Source: an optimization exercise on an open RTL-to-GDS flow (aim: small area). Production flows keep margins and buffers that such runs may drop.
At most, simulation tests tie the RTL to the original design; equivalence was not proved.

## red
Design fir_decim_top, start of the top module:
module fir_decim_top(
    input  wire logic                                       clk,
    input  wire logic                                       reset,
    input  wire logic                                       sample_in_rdy,
    input  wire logic signed [fir_decim_pkg::SAMPLE_W-1:0] sample_in_l,
    input  wire logic signed [fir_decim_pkg::SAMPLE_W-1:0] sample_in_r,
    output logic                                            sample_out_rdy,
    output logic      signed [fir_decim_pkg::SAMPLE_W-1:0] sample_out_l,
    output logic      signed [fir_decim_pkg::SAMPLE_W-1:0] sample_out_r,
    output logic                                            overrun,
    output logic                                            init_done
);
For scale: about 2500 cells after synthesis, roughly 530 flip-flops, about 30000 um2 of cells after synthesis.
==> module fir_decim_top, before the edit <==
module fir_decim_top(
    input  wire logic                                       clk,
    input  wire logic                                       reset,
    input  wire logic                                       sample_in_rdy,
    input  wire logic signed [fir_decim_pkg::SAMPLE_W-1:0] sample_in_l,
    input  wire logic signed [fir_decim_pkg::SAMPLE_W-1:0] sample_in_r,
    output logic                                            sample_out_rdy,
    output logic      signed [fir_decim_pkg::SAMPLE_W-1:0] sample_out_l,
    output logic      signed [fir_decim_pkg::SAMPLE_W-1:0] sample_out_r,
    output logic                                            overrun,
    output logic                                            init_done
);
    localparam int SW  = fir_decim_pkg::SAMPLE_W;
    localparam int SLW = fir_decim_pkg::SEL_W;
    localparam int AW  = 36;    
    localparam int WIN = 40;    
    localparam int HW  = AW - fir_decim_pkg::OUT_SHIFT;    
    logic [5:0] cnt, cnt_d;      
    logic [2:0] pidx, pidx_d;    
    logic       win, win_d;      
    logic       init_d;
    logic       acc_valid;
    logic       is_wait, accept, win_last, done;
    logic [1:0] jh, jh_d;        
    assign is_wait  = init_done && (cnt == '0);
    assign accept   = is_wait && sample_in_rdy;
    assign win_last = win && (cnt == 6'd1);
    always_comb begin
        cnt_d  = cnt;
        pidx_d = pidx;
        win_d  = win;
        if (accept) begin
            pidx_d = pidx + 1'b1;
            cnt_d  = (pidx == 3'd7) ? 6'(WIN) : 6'd1;
            win_d  = (pidx == 3'd7);
        end else if (cnt != '0) begin
            cnt_d = cnt - 1'b1;
            if (cnt == 6'd1) win_d = 1'b0;
        end
        init_d = init_done || (cnt == 6'd1);
    end
    always_ff @(posedge clk or posedge reset) begin
        if (reset) begin
            cnt       <= 6'd34;
            pidx      <= '0;
            win       <= 1'b0;
            acc_valid <= 1'b0;
            overrun   <= 1'b0;
            init_done <= 1'b0;
        end else begin
            cnt       <= cnt_d;
            pidx      <= pidx_d;
            win       <= win_d;
            init_done <= init_d;
            acc_valid <= win_last;
            overrun   <= sample_in_rdy && !is_wait;
        end
    end
    localparam int QD = 4;
    logic [AW-1:0]   ring_l [4];
    logic [AW-1:0]   ring_r [4];
    logic [AW-1:0]   sum_l, sum_r, rst_l, rst_r;
    logic [2*SW-1:0] y6;
    logic            clr, clr_y6;
    logic [2*SW-1:0] q [QD];
    logic [QD-1:0]   qv;           
    logic [QD-1:0]   qmv;          
    logic [2*SW-1:0] xr;
    logic [2:0]      xc, xc_d;     
    logic [2:0]      xp, xp_d;     
    logic            ext, ext_d;   
    logic            late, late_d; 
    logic            x_free, x_load, q_push, rebase, tap32;
    assign x_free = (xc <= 3'd1) && !ext && !(xc == 3'd1 && xp == 3'd7);
    assign x_load = x_free && (qv[QD-1] || (accept && qv == '0));
    assign q_push = accept && !(x_load && !qv[QD-1]);
    logic [QD-1:0] qlv;
    always_comb begin
        qlv[QD-1] = x_load && qv[QD-1];
        qmv[QD-1] = qv[QD-2] && (!qv[QD-1] || qlv[QD-1]);
        for (int i = QD - 2; i >= 1; i--) begin
            qlv[i] = qmv[i+1];
            qmv[i] = qv[i-1] && (!qv[i] || qlv[i]);
        end
        qlv[0] = qmv[1];
        qmv[0] = q_push;
    end
    assign tap32 = ext && late && (jh == 2'd3);
    always_comb begin
        xc_d   = x_load ? 3'd4 : (xc != '0) ? xc - 1'b1 : xc;
        xp_d   = x_load ? xp + 1'b1 : xp;
        ext_d  = (xc == 3'd1 && xp == 3'd7) || (ext && !tap32);
        late_d = !x_load && (late || done);
    end
    assign rebase = done;
    always_ff @(posedge clk or posedge reset) begin
        if (reset) begin
            qv <= '0;
            xc <= '0;
            xp <= 3'd7;
            ext  <= 1'b0;
            late <= 1'b0;
        end else begin
            qv <= qmv | (qv & ~qlv);
            xc <= xc_d;
            xp <= xp_d;
            ext  <= ext_d;
            late <= late_d;
        end
    end
    always_ff @(posedge clk) begin
        if (q_push) q[0][2*SW-1:HW] <= sample_in_l[SW-1:HW-SW];
        if (q_push || clr_y6) q[0][HW-1:0] <= clr_y6 ? ring_l[3][AW-1:AW-HW] : {sample_in_l[HW-SW-1:0], sample_in_r};
        if (qmv[1]) q[1][2*SW-1:HW] <= q[0][2*SW-1:HW];
        if (qmv[1] || clr_y6) q[1][HW-1:0] <= clr_y6 ? ring_r[3][AW-1:AW-HW] : q[0][HW-1:0];
        for (int i = 2; i < QD - 1; i++) begin
            if (qmv[i]) q[i] <= q[i-1];
        end
        if (qmv[QD-1] || x_load && xp == 3'd6) q[QD-1] <= qmv[QD-1] ? q[QD-2] : xr;
        if (x_load) xr <= qv[QD-1] ? q[QD-1] : {sample_in_l, sample_in_r};
    end
    assign jh_d = rebase ? jh : jh + 1'b1;
    always_ff @(posedge clk or posedge reset) begin
        if (reset) begin
            jh <= '0;
        end else begin
            jh <= jh_d;
        end
    end
    assign done = (xc != '0) && (xp == 3'd7) && (jh == 2'd0) && !late;
    logic [SLW-1:0] sel;
    logic [2:0]     tap_j;
    assign tap_j = {1'b0, jh} + {2'b0, late};
    assign sel   = (xc != '0 || tap32) ? fir_decim_pkg::fir_coef_sel({tap_j, ~xp}) : '0;
    assign y6 = q[QD-1];
    assign rst_l = clr_y6 ? {{(AW-SW-1){y6[2*SW-1]}}, y6[2*SW-1:SW], 1'b0} : '0;
    assign rst_r = clr_y6 ? {{(AW-SW-1){y6[SW-1]}},   y6[SW-1:0],    1'b0} : '0;
    dsp_mac u_mac_l (.acc(ring_l[0]), .x(xr[2*SW-1:SW]), .sel(sel), .sum(sum_l));
    dsp_mac u_mac_r (.acc(ring_r[0]), .x(xr[SW-1:0]),    .sel(sel), .sum(sum_r));
    always_ff @(posedge clk) begin
        clr       <= !init_done || done;
        clr_y6    <= done;
        ring_l[0] <= ring_l[1];
        ring_r[0] <= ring_r[1];
        ring_l[1] <= ring_l[2];
        ring_r[1] <= ring_r[2];
        ring_l[2] <= clr ? rst_l : ring_l[3];
        ring_r[2] <= clr ? rst_r : ring_r[3];
        ring_l[3] <= sum_l;
        ring_r[3] <= sum_r;
    end
    function automatic logic [SW-1:0] sat(input logic [HW-1:0] s);
        if (s[HW-1:SW-1] == '0 || s[HW-1:SW-1] == '1) begin
            sat = s[SW-1:0];
        end else begin
            sat = {s[HW-1], {(SW-1){!s[HW-1]}}};
        end
    endfunction
    logic [HW-1:0] hold_l, hold_r;
    assign hold_l = q[0][HW-1:0];
    assign hold_r = q[1][HW-1:0];
    always_ff @(posedge clk or posedge reset) begin
        if (reset) begin
            sample_out_rdy <= 1'b0;
            sample_out_l   <= '0;
            sample_out_r   <= '0;
        end else begin
            sample_out_rdy <= acc_valid;
            sample_out_l   <= acc_valid ? sat(hold_l) : '0;
            sample_out_r   <= acc_valid ? sat(hold_r) : '0;
        end
    end
endmodule
Settings: LEC_CHECK=0, CAP_MARGIN=20, CORE_MARGIN=2, CORE_UTILIZATION=40, CTS_BUF_LIST=sky130_fd_sc_hd__clkbuf_16, CTS_CLUSTER_DIAMETER=100, CTS_CLUSTER_SIZE=28, SLEW_MARGIN=20, SYNTH_HIERARCHICAL=1, SYNTH_MINIMUM_KEEP_SIZE=0; clock period 10.0 ns.
standard.sh (not shown) runs the stock make flow with config.mk's settings and CLKGATE_MAP_FILE= SYNTH_SCRIPT=/design/flow/synth_recipe.tcl, a recipe that flattens the netlist after the stock synthesis.
==> flow/flow/run.sh <==
#!/bin/bash
# The standard layout (the standard.sh, synthesis included), except that
# - the port buffers are the smallest buffer, sky130_fd_sc_hd__buf_1
# - clock tree synthesis inserts no dummy loads (same clustering and buffer
#   as config.mk's CTS settings otherwise)
# All of make's output (every tool's log) goes to standard.log here; ORFS
# also keeps each step's own log under orfs/logs.
set -euo pipefail
export BUFFER_PORTS_ARGS="-buffer_cell sky130_fd_sc_hd__buf_1"
export CTS_ARGS="-sink_clustering_enable -repair_clock_nets -sink_clustering_size 28 -sink_clustering_max_diameter 100 -buf_list sky130_fd_sc_hd__clkbuf_16 -dont_use_dummy_load"
bash standard.sh > standard.log 2>&1
Edits applied to the flow inputs when going from red to blue:
--- a/flow/design.v
+++ b/flow/design.v
@@ -683,7 +683,11 @@
     assign done = (xc != '0) && (xp == 3'd7) && (jh == 2'd0) && !late;
     logic [SLW-1:0] sel;
-    logic [2:0]     tap_j;
-    assign tap_j = {1'b0, jh} + {2'b0, late};
-    assign sel   = (xc != '0 || tap32) ? fir_decim_pkg::fir_coef_sel({tap_j, ~xp}) : '0;
+    logic           tap_on_d;
+    logic [2:0]     tap_j_d;
+    assign tap_on_d = (xc_d != '0) || (ext_d && late_d && jh_d == 2'd3);
+    assign tap_j_d  = {1'b0, jh_d} + {2'b0, late_d};
+    always_ff @(posedge clk) begin
+        sel <= tap_on_d ? fir_decim_pkg::fir_coef_sel({tap_j_d, ~xp_d}) : '0;
+    end
     assign y6 = q[QD-1];
     assign rst_l = clr_y6 ? {{(AW-SW-1){y6[2*SW-1]}}, y6[2*SW-1:SW], 1'b0} : '0;
==> summary.txt <==
blue against red: die area has increased, total wire length has decreased, well tap count has increased, maximum frequency has increased. Cell area delta (blue − red): favourable.
Only the layout flow was run in red; the RTL was not checked for function there.

separate check: timing with driven ports:
The flow's constraints put no driver on any port. The routed layouts listed below were extracted and timed again, unchanged, in two steps.
Step 1: set_driving_cell puts a clkbuf_16 on clk and a buf_2 on each other input, an assumption about the parent block.
Step 2, shift: input delay + t, output delay - t, t = (earliest + latest rising clock arrival at the registers) / 2. This alone moves slack from input paths to output paths.
Slacks: ideal / step 1 / step 2; pairs: ideal / step 1.
run	shift t [ns]	slack for setup (ns)	worst slew at a driven data input, ns
red	0.635	0.275 / 0.275 / 0.275	0.05
blue	0.655	0.646 / 0.646 / 0.646	0.04
After both steps setup and hold are still met in every run listed.
